Background: an optimization exercise with open tools, aiming at small area and a short achievable clock period. Do not read the settings as production practice. At most, simulation tests tie the RTL to the original design; equivalence was not proved. Power is estimated from default activity; no workload was simulated.

Setup of tundra:
==> flow/design.v <==
module dmem_sized #(
    parameter int DEPTH   = 64,
    parameter int LATENCY = 1,
    parameter int AW      = 32
) (
    input  logic          clk,
    input  logic          reset,
    input  logic          req,
    input  logic          we,
    input  logic [1:0]    size,
    input  logic          uns,
    input  logic [AW-1:0] addr,
    input  logic [31:0]   wd,
    output logic [31:0]   rd,
    output logic          stall,
    output logic          done,
    output logic          misalign
);
    localparam int IW = $clog2(DEPTH);
    logic             b1, b2, done_q, pw;
    logic             busy_q;      
    logic             open_q;      
    logic             idle;
    logic             legal;
    logic             accept;
    logic             l_we, l_uns;
    logic [1:0]       l_size;
    logic [IW+1:0]    l_addr;
    logic [31:0]      l_wd;
    logic [31:0]      rd_q;
    logic [3:0]       keep;
    logic [DEPTH-1:0] row;
    logic [DEPTH-1:0] wsel, whld;
    logic [31:0]      mem [0:DEPTH-1];
    logic [31:0]      mem_d [0:DEPTH-1];
    logic [31:0]      rword;
    logic [31:0]      ldata;
    logic             unused_addr_hi;
    assign unused_addr_hi = ^addr[AW-1:IW+2];
    assign legal  = (size == 2'b00) | ((size == 2'b01) & ~addr[0]) |
                    ((size == 2'b10) & (addr[1:0] == 2'b00));
    assign idle   = ~b1 & ~b2;
    assign accept = open_q & req & legal;
    assign rd       = rd_q;
    assign done     = done_q;
    assign stall    = busy_q | (open_q & req & legal);
    assign misalign = open_q & req & ~legal;
    always_ff @(posedge clk) begin
        if (reset) begin
            b1     <= 1'b0;
            b2     <= 1'b0;
            done_q <= 1'b0;
            pw     <= 1'b0;
            busy_q <= 1'b0;
            open_q <= 1'b1;
        end else begin
            b1     <= accept;
            b2     <= b1;
            done_q <= b2;
            pw     <= b2 & l_we;
            busy_q <= accept | b1;
            open_q <= ~accept & ~b1 & ~b2;
        end
    end
    always_comb begin
        keep = 4'b0000;
        if (l_we)
            case (l_size)
                2'b00:   keep = 4'b0001 << l_addr[1:0];
                2'b01:   keep = l_addr[1] ? 4'b1100 : 4'b0011;
                default: keep = 4'b1111;
            endcase
    end
    always_ff @(posedge clk) begin
        if (idle) begin
            l_we   <= we;
            l_uns  <= uns;
            l_size <= size;
            l_addr <= addr[IW+1:0];
            case (size)
                2'b00:   l_wd <= {4{wd[7:0]}};
                2'b01:   l_wd <= {2{wd[15:0]}};
                default: l_wd <= wd;
            endcase
        end else if (b1) begin
            for (int i = 0; i < 4; i++)
                if (!keep[i]) l_wd[8*i +: 8] <= rword[8*i +: 8];
        end
    end
    always_comb
        for (int w = 0; w < DEPTH; w++)
            row[w] = (l_addr[IW+1:2] == IW'(w));
    for (genvar i = 0; i < 32; i++) begin : g_rcol
        logic [DEPTH-1:0] col;
        for (genvar w = 0; w < DEPTH; w++) begin : g_c
            assign col[w] = mem[w][i];
        end
        dmem_sized_rcol #(.N(DEPTH)) u_rcol (.d(col), .s(row), .y(rword[i]));
    end
    always_comb begin
        logic [7:0]  b;
        logic [15:0] h;
        case (l_addr[1:0])
            2'd0:    b = l_wd[7:0];
            2'd1:    b = l_wd[15:8];
            2'd2:    b = l_wd[23:16];
            default: b = l_wd[31:24];
        endcase
        h = l_addr[1] ? l_wd[31:16] : l_wd[15:0];
        case (l_size)
            2'b00:   ldata = l_uns ? {24'd0, b} : {{24{b[7]}}, b};
            2'b01:   ldata = l_uns ? {16'd0, h} : {{16{h[15]}}, h};
            default: ldata = l_wd;
        endcase
    end
    always_ff @(posedge clk) begin
        if (reset)              rd_q <= 32'd0;
        else if (b2 && !l_we)   rd_q <= ldata;
    end
    assign wsel = row & {DEPTH{pw}};
    assign whld = ~wsel;
    for (genvar w = 0; w < DEPTH; w++) begin : g_word
        for (genvar i = 0; i < 32; i++) begin : g_bit
            dmem_sized_hold u_nx (.q(mem[w][i]), .h(whld[w]), .s(wsel[w]), .d(l_wd[i]),
                                  .y(mem_d[w][i]));
        end
        always_ff @(posedge clk) mem[w] <= mem_d[w];
    end
endmodule
module dmem_sized_hold (
    input  logic q,
    input  logic h,
    input  logic s,
    input  logic d,
    output logic y
);
    assign y = (q & h) | (d & s);
endmodule
module dmem_sized_rcol #(
    parameter int N = 64
) (
    input  logic [N-1:0] d,
    input  logic [N-1:0] s,
    output logic         y
);
    localparam int G3 = N / 3;             
    localparam int R  = N - 3 * G3;        
    localparam int G  = G3 + (R != 0);     
    localparam int G4 = (G + 3) / 4;       
    logic [4*G4-1:0] gn;                   
    logic [G4-1:0]   t;                    
    if (4 * G4 > G) begin : g_pad
        assign gn[4*G4-1:G] = '1;
    end
    for (genvar g = 0; g < G3; g++) begin : g_aoi
        dmem_sized_aoi3 u_aoi (.a(d[3*g]), .sa(s[3*g]), .b(d[3*g+1]), .sb(s[3*g+1]),
                               .c(d[3*g+2]), .sc(s[3*g+2]), .y(gn[g]));
    end
    if (R == 1) begin : g_r1
        assign gn[G3] = ~(d[N-1] & s[N-1]);
    end else if (R == 2) begin : g_r2
        assign gn[G3] = ~((d[N-2] & s[N-2]) | (d[N-1] & s[N-1]));
    end
    for (genvar k = 0; k < G4; k++) begin : g_nand
        assign t[k] = ~&gn[4*k +: 4];
    end
    assign y = |t;
endmodule
module dmem_sized_aoi3 (
    input  logic a,
    input  logic sa,
    input  logic b,
    input  logic sb,
    input  logic c,
    input  logic sc,
    output logic y
);
    assign y = ~((a & sa) | (b & sb) | (c & sc));
endmodule
make LEC_CHECK=0 CAP_MARGIN=20 CORE_MARGIN=2 CORE_UTILIZATION=60 CTS_BUF_LIST=sky130_fd_sc_hd__clkbuf_8 CTS_CLUSTER_SIZE=30 SETUP_SLACK_MARGIN=1.5 SLEW_MARGIN=20 SYNTH_HIERARCHICAL=1 finish   # period 4.5 ns
run.sh (not shown) runs the stock make flow with config.mk's settings and CLKGATE_MAP_FILE= SYNTH_SCRIPT=/design/flow/synth_recipe.tcl, a recipe that flattens the netlist after the stock synthesis.
--- input diff tundra..willow ---
Settings: removing CTS_CLUSTER_SIZE (formerly 30); removing SETUP_SLACK_MARGIN (formerly 1.5); changing CORE_UTILIZATION from 60 to 40; removing CTS_BUF_LIST (formerly sky130_fd_sc_hd__clkbuf_8).
Results
- The flow did not stop early for willow: all stages ran, and the layout cleared the timing, design-rule and antenna checks.
- Relative to tundra, power per standard cell area increased by 22 nW/um2 in willow.
- Changes observed in willow relative to tundra: starting density of the core moved down, power grew by 4.0%, non-clock buffer count shrank by 104, final-layout clock-cell area share has increased, area occupied by multi-input gates down 2.8%.
- Comparing clock period minus final worst setup slack for willow and tundra, the bigger number came from willow.
No run of this note included a check of the RTL's function; only the layout flow was run.

* * *

dmem_sized, a different RTL version from the one above (not shown whole).
Size in the first run: about 6100 cells after synthesis, roughly 0.077 sq mm of cells after synthesis.
==> flow/config.mk <==
export PLATFORM = sky130hd
export DESIGN_NAME = dmem_sized
export DESIGN_NICKNAME = dmem_sized
export VERILOG_FILES = /design/flow/design.v
export SDC_FILE = /design/flow/constraint.sdc
export NUM_CORES = 4
export LEC_CHECK = 0
export CAP_MARGIN = 20
export CORE_MARGIN = 2
export CORE_UTILIZATION = 55
export CTS_BUF_LIST = sky130_fd_sc_hd__clkbuf_8
export CTS_CLUSTER_DIAMETER = 50
export CTS_CLUSTER_SIZE = 16
export SETUP_SLACK_MARGIN = 2.3
export SLEW_MARGIN = 20
export SYNTH_HIERARCHICAL = 1
==> flow/constraint.sdc <==
create_clock -name core_clock -period 4.5 [get_ports {clk}]
set_input_delay 0.9000 -clock core_clock [delete_from_list [all_inputs] [get_ports {clk}]]
set_output_delay 0.9000 -clock core_clock [all_outputs]
set_load 0.01 [all_outputs]
standard.sh (not shown) runs the stock make flow with config.mk's settings and CLKGATE_MAP_FILE= SYNTH_SCRIPT=/design/flow/synth_recipe.tcl, a recipe that flattens the netlist after the stock synthesis.
==> flow/flow/run.sh <==
#!/bin/bash
# The standard layout (standard.sh), except that the input and output ports are
# buffered with a plain buffer: left to itself, buffer_ports picks a delay cell
# (clkdlybuf4s50_1) on this platform, which puts about 0.5 ns on every port path.
set -euo pipefail
export BUFFER_PORTS_ARGS="-buffer_cell sky130_fd_sc_hd__buf_2"
bash standard.sh > standard.log 2>&1
Next try:
--- a/flow/config.mk
+++ b/flow/config.mk
@@ -9,8 +9,7 @@
 export CORE_MARGIN = 2
 export CORE_UTILIZATION = 55
-export CTS_BUF_LIST = sky130_fd_sc_hd__clkbuf_8
-export CTS_CLUSTER_DIAMETER = 50
-export CTS_CLUSTER_SIZE = 16
-export SETUP_SLACK_MARGIN = 2.3
+export CTS_CLUSTER_DIAMETER = 60
+export CTS_CLUSTER_SIZE = 24
+export SETUP_SLACK_MARGIN = 2.2
 export SLEW_MARGIN = 20
 export SYNTH_HIERARCHICAL = 1
=> The new run produced a clean layout. Non-clock buffer count goes down by 16. Via count is about the same. Maximum frequency rises by 3.0%. Worst hold slack improved by 0.20 ns. Power increases by 4.8%. Synthesized area stays the same. Final area goes up by about 0.5%.
Next try:
==> flow/run.sh (new file) <==
#!/bin/bash
# synth_recipe.tcl (not shown) runs the flow's synth.tcl, then flattens the netlist and writes it again
# the make line also repeats each setting of config.mk as NAME=value (left out here)
make -C /OpenROAD-flow-scripts/flow DESIGN_CONFIG=/design/flow/config.mk WORK_HOME=/design/flow/orfs CLKGATE_MAP_FILE= SYNTH_SCRIPT=/design/flow/synth_recipe.tcl finish
--- a/flow/config.mk
+++ b/flow/config.mk
@@ -9,7 +9,5 @@
 export CORE_MARGIN = 2
 export CORE_UTILIZATION = 55
-export CTS_CLUSTER_DIAMETER = 60
-export CTS_CLUSTER_SIZE = 24
-export SETUP_SLACK_MARGIN = 2.2
+export SETUP_SLACK_MARGIN = 2.0
 export SLEW_MARGIN = 20
 export SYNTH_HIERARCHICAL = 1
removed: flow/flow/run.sh
removed: flow/standard.sh
Outcome:
- routed wire length decreases by 0.82%
- area after synthesis stays the same
- sequential share of layout area shrinks by 1.2 points
- cell count goes up by 1.3%
- critical path depth decreases by 1
- cell area grows by 2.2%
- register-to-register slack is better by 0.02 ns
- die area stays the same
- flip-flop and latch count stays the same
- combinational power went down by about 2%

-- what the ideal ports hide --
The flow's constraints put no driver on any port. The routed layouts listed below were extracted and timed again, unchanged, in two steps.
Step 1 sets driving cells, clkbuf_16 on the clock port and buf_2 on the other inputs (assumed; they add their load-dependent delay and slew).
Step 2, shift: input delay + t, output delay - t, t = (earliest + latest rising clock arrival at the registers) / 2. This alone moves slack from input paths to output paths.
Three values: ideal ports, drivers, drivers and shift; two values: the first two.
run	t (ns)	slack for setup (ns)	worst hold slack (ns)
tundra	1.121	0.614 / 0.614 / 0.614	0.325 / 0.261 / 0.482
willow	0.938	0.144 / 0.144 / 0.144	0.482 / 0.474 / 0.482
the first run of note 2	1.054	1.845 / 1.759 / 1.821	0.099 / 0.040 / 0.483
the second run of note 2	0.869	1.924 / 1.855 / 1.855	0.301 / 0.235 / 0.488
the third run of note 2	0.911	1.939 / 1.939 / 1.568	0.317 / 0.261 / 0.484
After both steps every run listed still meets setup and hold. For the third run of note 2, which loses most, drivers alone change the setup slack by 0.000 ns; drivers and shift together by -0.371 ns.
